Source: an optimization exercise on an open RTL-to-GDS flow (aim: small area, a short achievable clock period and few clock cycles). Production flows keep margins and buffers that such runs may drop.
Function was checked by simulation only, so behaviour that the tests miss may differ from the original.
Power and IR drop assume default switching activity.

Setup of v31:
Design pe_top, start of the top module:
module pe_top
(
  input  logic    CLK,
  input  logic    rst_n,
  input  logic    req_valid,
  output logic    req_ready,
  input  pe_pkg::opnd_t   req_a,
  input  pe_pkg::opnd_t   req_b,
  input  pe_pkg::pe_out_t req_d,
  input  logic    req_propagate,
  input  pe_pkg::shift_t  req_shift,
  output logic    res_valid,
  input  logic    res_ready,
  output pe_pkg::pe_out_t res
);
Settings: LEC_CHECK=0, CAP_MARGIN=20, CORE_MARGIN=2, CORE_UTILIZATION=60, CTS_BUF_LIST=sky130_fd_sc_hd__clkbuf_4 sky130_fd_sc_hd__clkbuf_8, SETUP_SLACK_MARGIN=3.3, SLEW_MARGIN=20, SYNTH_HIERARCHICAL=1; clock period 7.0 ns.
run.sh (not shown) runs the stock make flow with config.mk's settings and CLKGATE_MAP_FILE= SYNTH_SCRIPT=/design/flow/synth_recipe.tcl, a recipe that flattens the netlist after the stock synthesis.
Testbench counts of v31, summed over its fixed seeds: cycles 12,016.
Relative to v31, the following input files were edited for v43:
Settings: SYNTH_HIERARCHICAL removed (was 1); CORE_UTILIZATION changed from 60 to 40; CTS_BUF_LIST removed (was sky130_fd_sc_hd__clkbuf_4 sky130_fd_sc_hd__clkbuf_8).
[summary]
The flow did not stop early for v31: all stages ran, and the layout cleared the timing, design-rule and antenna checks.
Per the final summary, v43 finished and its layout is clean on timing, DRC and antenna.
Compared with v31, in v43 clock sink count went down, number of instances in the synthesized netlist went up 3.0%, setup slack rose 0.44 ns, layout-stage area growth over the synthesis result went up 5.4 points, total number of sequential cells shows a reduction of 1.5%.
Synthesized area: v43 vs v31, no meaningful difference
Changes in v42 relative to v43:
Settings: changing SETUP_SLACK_MARGIN from 3.3 to 3.45; setting CTS_BUF_LIST to sky130_fd_sc_hd__clkbuf_4 sky130_fd_sc_hd__clkbuf_8 for the first time; changing CORE_UTILIZATION from 40 to 60.
## What came out
When the final numbers for v42 and v43 were put side by side, the number of rows created at floorplan turned out to be smaller in v42. Between v42 and v43, the buffers inserted during post-CTS setup optimization is lower for v43. Run comparison: v43 origin of the worst setup path res_ready; v42 origin of the worst setup path acc_hi[1]$_DFFE_PN0P_. Total count of hold-check failures in the final report: v42 vs v43 identical. From v43 to v42 the numbers moved as follows: area of the die went down by 0.0092 sq mm; post-route clock period utilization up 0.62 points; clock network fraction of design power has decreased. Compared with v43, v42 shows a final design instance area without fill that is about 3.3% higher. v42 gives more met3 usage in global routing than v43 did. Total routed wirelength: v42 and v43 compared, higher one is v42.
Here is what was changed in the inputs of v34 compared with v42.
Settings: changing SETUP_SLACK_MARGIN from 3.45 to 3.3.
[summary]
- Clock network fraction of total power was higher in v34 than in v42.
- v34: sequential share of layout area is 1.4 points higher than what v42 reported.
- v34 vs. v42: worst-margin pin slew now larger; routed wire length now smaller; minimum period implied by the final worst setup slack now smaller.
- Relative to v42, the global-route wire length before repair measured on v34 has decreased by a few percent.
- Compared with v42, v34 shows met2 wire length lower by about 6%.
- Compared with v42, v34 shows clock power higher by about 1%.
- v34 vs v42: number of DRC markers in iteration 0 down in v34
The inputs of v20 differ from those of v34 as listed below.
Settings: a change of CORE_UTILIZATION from 60 to 40; a deleted CTS_BUF_LIST that had been sky130_fd_sc_hd__clkbuf_4 sky130_fd_sc_hd__clkbuf_8; an added ABC_CLOCK_PERIOD_IN_PS of 3300; a change of SETUP_SLACK_MARGIN from 3.3 to 3.8.
[summary]
- Final worst-path cycle share in v20 is 1.9 points below v34.
- The die outline area in v20 was higher than what v34 gave.
- Across both runs, slew at the pin with the worst max-slew slack was higher for v20 than for v34.
- Run comparison: v34 most common cell after layout, fill and taps aside sky130_fd_sc_hd__nand2_1; v20 most common cell after layout, fill and taps aside sky130_fd_sc_hd__buf_4
- Taking v34 as the reference, in v20 routed wire length went up 3000 microns, power +0.85 mW, setup fix buffers added after clock tree synthesis saw an increase, via count increased by 324 relative to the old numbers.

Setup of alpha:
pe_top again, from the RTL that the note above started with.
// pe_top
module pe_top
(
  input  logic    CLK,
  input  logic    rst_n,
  input  logic    req_valid,
  output logic    req_ready,
  input  pe_pkg::opnd_t   req_a,
  input  pe_pkg::opnd_t   req_b,
  input  pe_pkg::pe_out_t req_d,
  input  logic    req_propagate,
  input  pe_pkg::shift_t  req_shift,
  output logic    res_valid,
  input  logic    res_ready,
  output pe_pkg::pe_out_t res
);
clock: 7.0 ns
lec_check: 0
cap_margin: 20
core_margin: 2
core_utilization: 60
cts_buf_list: sky130_fd_sc_hd__clkbuf_4 sky130_fd_sc_hd__clkbuf_8
setup_slack_margin: 3.3
slew_margin: 20
standard.sh (not shown) runs the stock make flow with config.mk's settings and CLKGATE_MAP_FILE= SYNTH_SCRIPT=/design/flow/synth_recipe.tcl, a recipe that flattens the netlist after the stock synthesis.
==> flow/flow/run.sh <==
#!/bin/bash
# The standard layout, with the port buffers inserted as the smallest
# buffer cell (the repair steps resize them where timing needs it).
set -euo pipefail
export BUFFER_PORTS_ARGS="-buffer_cell sky130_fd_sc_hd__buf_1"
bash standard.sh finish > standard_flow.log 2>&1
Testbench counts of alpha, summed over its fixed seeds: cycles 12,016.
Setup changes, alpha to beta
==> flow/flow/run.sh <==
#!/bin/bash
# The standard layout with two changes: synthesis maps the adder logic with
# ABC instead of extracting full/half adder cells (ADDER_MAP_FILE empty), and
# the port buffers are inserted as the smallest buffer cell (the repair
# steps resize them where timing needs it).
set -euo pipefail
export BUFFER_PORTS_ARGS="-buffer_cell sky130_fd_sc_hd__buf_1"
bash standard.sh ADDER_MAP_FILE= finish > standard_flow.log 2>&1
Findings:
Compared with alpha, beta shows a met1 layer wirelength in the final routing that is 1.7% lower.
Sort beta and alpha by design area asc -> top: alpha
Sequential cell area essentially unchanged between alpha and beta.
beta went all the way through the flow, and no timing, DRC or antenna check failed.
Modified inputs, gamma compared to beta
Settings: CORE_UTILIZATION changed from 60 to 40; TNS_END_PERCENT newly set to 10; CTS_BUF_LIST removed (was sky130_fd_sc_hd__clkbuf_4 sky130_fd_sc_hd__clkbuf_8).
==> flow/run.sh (new file) <==
#!/bin/bash
# synth_recipe.tcl (not shown) runs the flow's synth.tcl, then flattens the netlist and writes it again
# the make line also repeats each setting of config.mk as NAME=value (left out here)
make -C /OpenROAD-flow-scripts/flow DESIGN_CONFIG=/design/flow/config.mk WORK_HOME=/design/flow/orfs CLKGATE_MAP_FILE= SYNTH_SCRIPT=/design/flow/synth_recipe.tcl finish
removed: flow/flow/run.sh
removed: flow/standard.sh
==> comparison <==
The library cell contributing the largest single delay on the critical path comes out fa_2 in one run and edfxtp_1 in the other, namely in gamma and beta respectively.
Max power drawn by the clock network across beta and gamma: gamma
Per the comparison of gamma with beta, number of tap cells inserted increased by 49% relative to the old numbers; internal power contribution now larger; number of global-route vias before repair has decreased; synthesized cell count shrank by 13%.
On final design instance area without fill, beta beats gamma.
From beta to gamma the numbers moved as follows: proportion of power drawn by the clock network has increased, worst endpoint data arrival time has increased.
### gamma -> delta
Settings: ABC_AREA: unset -> 1; TNS_END_PERCENT: 10 -> unset; CORE_UTILIZATION: 40 -> 60; CTS_BUF_LIST: unset -> sky130_fd_sc_hd__clkbuf_4 sky130_fd_sc_hd__clkbuf_8.
==> flow/flow/run.sh (new file) <==
#!/bin/bash
# The standard layout, with the port buffers inserted as the smallest
# buffer cell (the repair steps resize them where timing needs it).
set -euo pipefail
export BUFFER_PORTS_ARGS="-buffer_cell sky130_fd_sc_hd__buf_1"
bash standard.sh finish > standard_flow.log 2>&1
==> flow/standard.sh (new file) <==
#!/bin/bash
# synth_recipe.tcl (not shown) runs the flow's synth.tcl, then flattens the netlist and writes it again
# the make line also repeats each setting of config.mk as NAME=value (left out here)
make -C /OpenROAD-flow-scripts/flow DESIGN_CONFIG=/design/flow/config.mk WORK_HOME=/design/flow/orfs CLKGATE_MAP_FILE= SYNTH_SCRIPT=/design/flow/synth_recipe.tcl "${@:-finish}"
removed: flow/run.sh
Findings:
Relative to gamma, count of multi-input combinational gates has increased by about 16% in delta. On sequential share of layout area: delta sits above gamma. Delta (delta minus gamma): sum of internal, switching and leakage power shrank by 0.00067 W; logic depth of the worst setup path including buffers moved up; hold path depth went up 1; number of maximum-capacitance constraint violations has remained practically unchanged; share of the cycle needed by the critical path after routing moved up. met3 layer usage reported by global route was higher in the run labelled delta. | number of antenna repair diodes | gamma vs delta | ≈ equal |.
Changes in epsilon relative to delta:
Settings: CTS_BUF_LIST: sky130_fd_sc_hd__clkbuf_4 sky130_fd_sc_hd__clkbuf_8 -> unset; ABC_AREA: 1 -> unset; SETUP_SLACK_MARGIN: 3.3 -> 3.0; CORE_UTILIZATION: 60 -> 40.
==> flow/run.sh (new file) <==
#!/bin/bash
# synth_recipe.tcl (not shown) runs the flow's synth.tcl, then flattens the netlist and writes it again
# the make line also repeats each setting of config.mk as NAME=value (left out here)
make -C /OpenROAD-flow-scripts/flow DESIGN_CONFIG=/design/flow/config.mk WORK_HOME=/design/flow/orfs CLKGATE_MAP_FILE= SYNTH_SCRIPT=/design/flow/synth_recipe.tcl finish
removed: flow/flow/run.sh
removed: flow/standard.sh
[summary]
Re vias per cell: epsilon is about 5% up on delta.
Wire length (higher): epsilon
| initial cell density of the core | higher: delta |
The sum of internal, switching and leakage power of epsilon was inferior to that of delta.
Post-route cell area of epsilon exceeds that of delta by a few percent.
Looking at core utilization of the finished layout across epsilon and delta, the one that comes out higher is delta.

## JK
Another version of the RTL of pe_top (not shown whole).
Size: roughly 130 flip-flops, roughly 66 I/O pins, ~9600 µm² of cells after synthesis.
Settings: LEC_CHECK=0, ABC_AREA=1, CAP_MARGIN=20, CORE_MARGIN=2, CORE_UTILIZATION=50, CTS_BUF_LIST=sky130_fd_sc_hd__clkbuf_4 sky130_fd_sc_hd__clkbuf_8, SETUP_SLACK_MARGIN=3.3, SLEW_MARGIN=20; clock period 7.0 ns.
==> flow/flow/run.sh <==
#!/bin/bash
# The standard layout (standard.sh) with two changes:
#  - synthesis is the standard flow's synthesis script with ABC's mapping script replaced
#    by flow/abc_map_area.script (area-oriented mapping); registers are the
#    same as the standard synthesis's;
#  - the port buffers are inserted as the smallest buffer cell (the repair
#    steps resize them where timing needs it).
set -euo pipefail
here=$(pwd)
export BUFFER_PORTS_ARGS="-buffer_cell sky130_fd_sc_hd__buf_1"
export MY_ABC_SCRIPT="$here/flow/abc_map_area.script"
bash standard.sh SYNTH_SCRIPT="$here/flow/synth.tcl" finish > standard_flow.log 2>&1
==> flow/flow/abc_map_area.script <==
strash
dch
map -a
topo
stime -c
buffer -c
upsize -c
dnsize -c
==> flow/flow/synth.tcl <==
# The standard flow's synthesis script (synth_recipe.tcl), with ABC's mapping script
# replaced by flow/abc_map_area.script: area-oriented mapping (map -a).
proc synth {args} { yosys synth -nofsm -noshare {*}$args }
proc abc {args} {
  set i [lsearch $args -script]
  if { $i >= 0 && [info exists ::env(MY_ABC_SCRIPT)] } {
    lset args [expr {$i + 1}] $::env(MY_ABC_SCRIPT)
  }
  yosys abc {*}$args
}
source $::env(SCRIPTS_DIR)/synth.tcl
# left out here: clear keep_hierarchy, flatten, clean up, hide names made inside functions, write 1_2_yosys.v
Testbench counts of JK, summed over its fixed seeds: cycles 12,016.
Modified inputs, MS compared to JK
diff --git a/flow/config.mk b/flow/config.mk
--- a/flow/config.mk
+++ b/flow/config.mk
@@ -10,3 +10,3 @@
 export CORE_MARGIN = 2
-export CORE_UTILIZATION = 50
+export CORE_UTILIZATION = 60
 export CTS_BUF_LIST = sky130_fd_sc_hd__clkbuf_4 sky130_fd_sc_hd__clkbuf_8
==> results.txt <==
MS reached the final stage; the timing, design-rule and antenna checks on its layout passed. Against JK, MS comes in 1 higher on non-clock inverter total of the final layout. Largest stage delay on the critical path (higher): MS. On critical path depth, the lower figure sits with JK, not MS. Routability congestion estimate from global placement down about 3.3% in MS wrt JK. MS: fmax is 12 MHz lower than what JK reported. Per the comparison of MS with JK, count of placed standard cells including taps went down; core occupancy in the finished layout went up; finished layout cell area went up; wire length went down. Comparing MS and JK, the lower worst setup slack is on MS. Comparing MS and JK, the lower sum of met3 wire segment lengths after detailed routing was measured on JK.
Here is what was changed in the inputs of AL compared with MS.
diff --git a/flow/flow/run.sh b/flow/flow/run.sh
--- a/flow/flow/run.sh
+++ b/flow/flow/run.sh
@@ -3,3 +3,3 @@
 #  - synthesis is the standard flow's synthesis script with ABC's mapping script replaced
-#    by flow/abc_map_area.script (area-oriented mapping); registers are the
+#    by flow/abc_map_area.script (mapping to a 2.5 ns target); registers are the
 #    same as the standard synthesis's;
==> flow/flow/abc_map_area.script <==
strash
dch
map -D 2500
topo
stime -c
buffer -c
upsize -c
dnsize -c
diff --git a/flow/flow/synth.tcl b/flow/flow/synth.tcl
--- a/flow/flow/synth.tcl
+++ b/flow/flow/synth.tcl
@@ -1,3 +1,3 @@
 # The standard flow's synthesis script (synth_recipe.tcl), with ABC's mapping script
-# replaced by flow/abc_map_area.script: area-oriented mapping (map -a).
+# replaced by flow/abc_map_area.script: mapping to a 2.5 ns delay target with area recovery (map -D 2500).
 proc synth {args} { yosys synth -nofsm -noshare {*}$args }
diff --git a/flow/config.mk b/flow/config.mk
--- a/flow/config.mk
+++ b/flow/config.mk
@@ -10,3 +10,3 @@
 export CORE_MARGIN = 2
-export CORE_UTILIZATION = 60
+export CORE_UTILIZATION = 50
 export CTS_BUF_LIST = sky130_fd_sc_hd__clkbuf_4 sky130_fd_sc_hd__clkbuf_8
--- outcome ---
Changes observed in AL relative to MS: number of non-clock buffers shows a reduction of 12, minimum clock period shows a reduction of 0.19 ns, buffer share of cell area shows a reduction of 1.5 points, total power shows a reduction of 0.13 mW, routed wire length on met3 shows a reduction of 540 µm.
Any difference in synthesized area between MS and AL is small enough to ignore.
Comparing AL and MS, the higher required time of the critical path is on MS.
Sequential share of layout area: AL vs MS up 0.67 points
When AL is set beside MS, its number of buffers inserted by post-CTS setup repair turns out to be 8 larger.
AL has more setup slack than MS.
AL can be clocked faster than MS.

-- port drivers added, routing unchanged --
How much do the figures lean on ideal ports? The routed layouts below were timed once more, with nothing changed but the port constraints.
Step 1, drivers: a clkbuf_16 drives CLK and a buf_2 each remaining input, both assumed.
Step 2 adds t to the input delays and takes it off the output delays; t is the mean of the earliest and latest rising clock arrival at the registers after step 1. Input paths then give back, and output paths get back, about the clock's delay inside the block.
Slacks: ideal ports / drivers / drivers and shift; pairs: ideal ports / drivers.
| run | shift t [ns] | slack for setup (ns) | latest minus earliest clock arrival (ns) | worst data-port slew with drivers (ns) |
|---|---|---|---|---|
| v31 | 0.503 | 2.925 / 2.925 / 2.848 | 0.019 / 0.018 | 0.05 |
| v43 | 0.469 | 3.367 / 3.342 / 2.965 | 0.020 / 0.020 | 0.05 |
| v42 | 0.495 | 3.323 / 3.323 / 3.010 | 0.014 / 0.014 | 0.06 |
| v34 | 0.488 | 3.353 / 3.353 / 2.901 | 0.013 / 0.013 | 0.06 |
| v20 | 0.460 | 3.486 / 3.441 / 3.084 | 0.012 / 0.012 | 0.05 |
| alpha | 0.492 | 3.314 / 3.314 / 2.937 | 0.014 / 0.014 | 0.08 |
| beta | 0.505 | 3.063 / 3.022 / 3.221 | 0.024 / 0.024 | 0.03 |
| gamma | 0.463 | 3.057 / 3.053 / 2.617 | 0.012 / 0.012 | 0.05 |
| delta | 0.494 | 3.007 / 2.967 / 2.906 | 0.020 / 0.020 | 0.04 |
| epsilon | 0.461 | 3.061 / 3.037 / 2.721 | 0.021 / 0.022 | 0.04 |
| JK | 0.515 | 3.368 / 3.347 / 2.890 | 0.022 / 0.022 | 0.05 |
| MS | 0.497 | 3.195 / 3.195 / 2.910 | 0.020 / 0.019 | 0.04 |
| AL | 0.497 | 3.385 / 3.364 / 2.906 | 0.026 / 0.026 | 0.04 |
After both steps every run listed still meets setup and hold. For AL, which loses most, drivers alone change the setup slack by -0.021 ns; drivers and shift together by -0.479 ns.
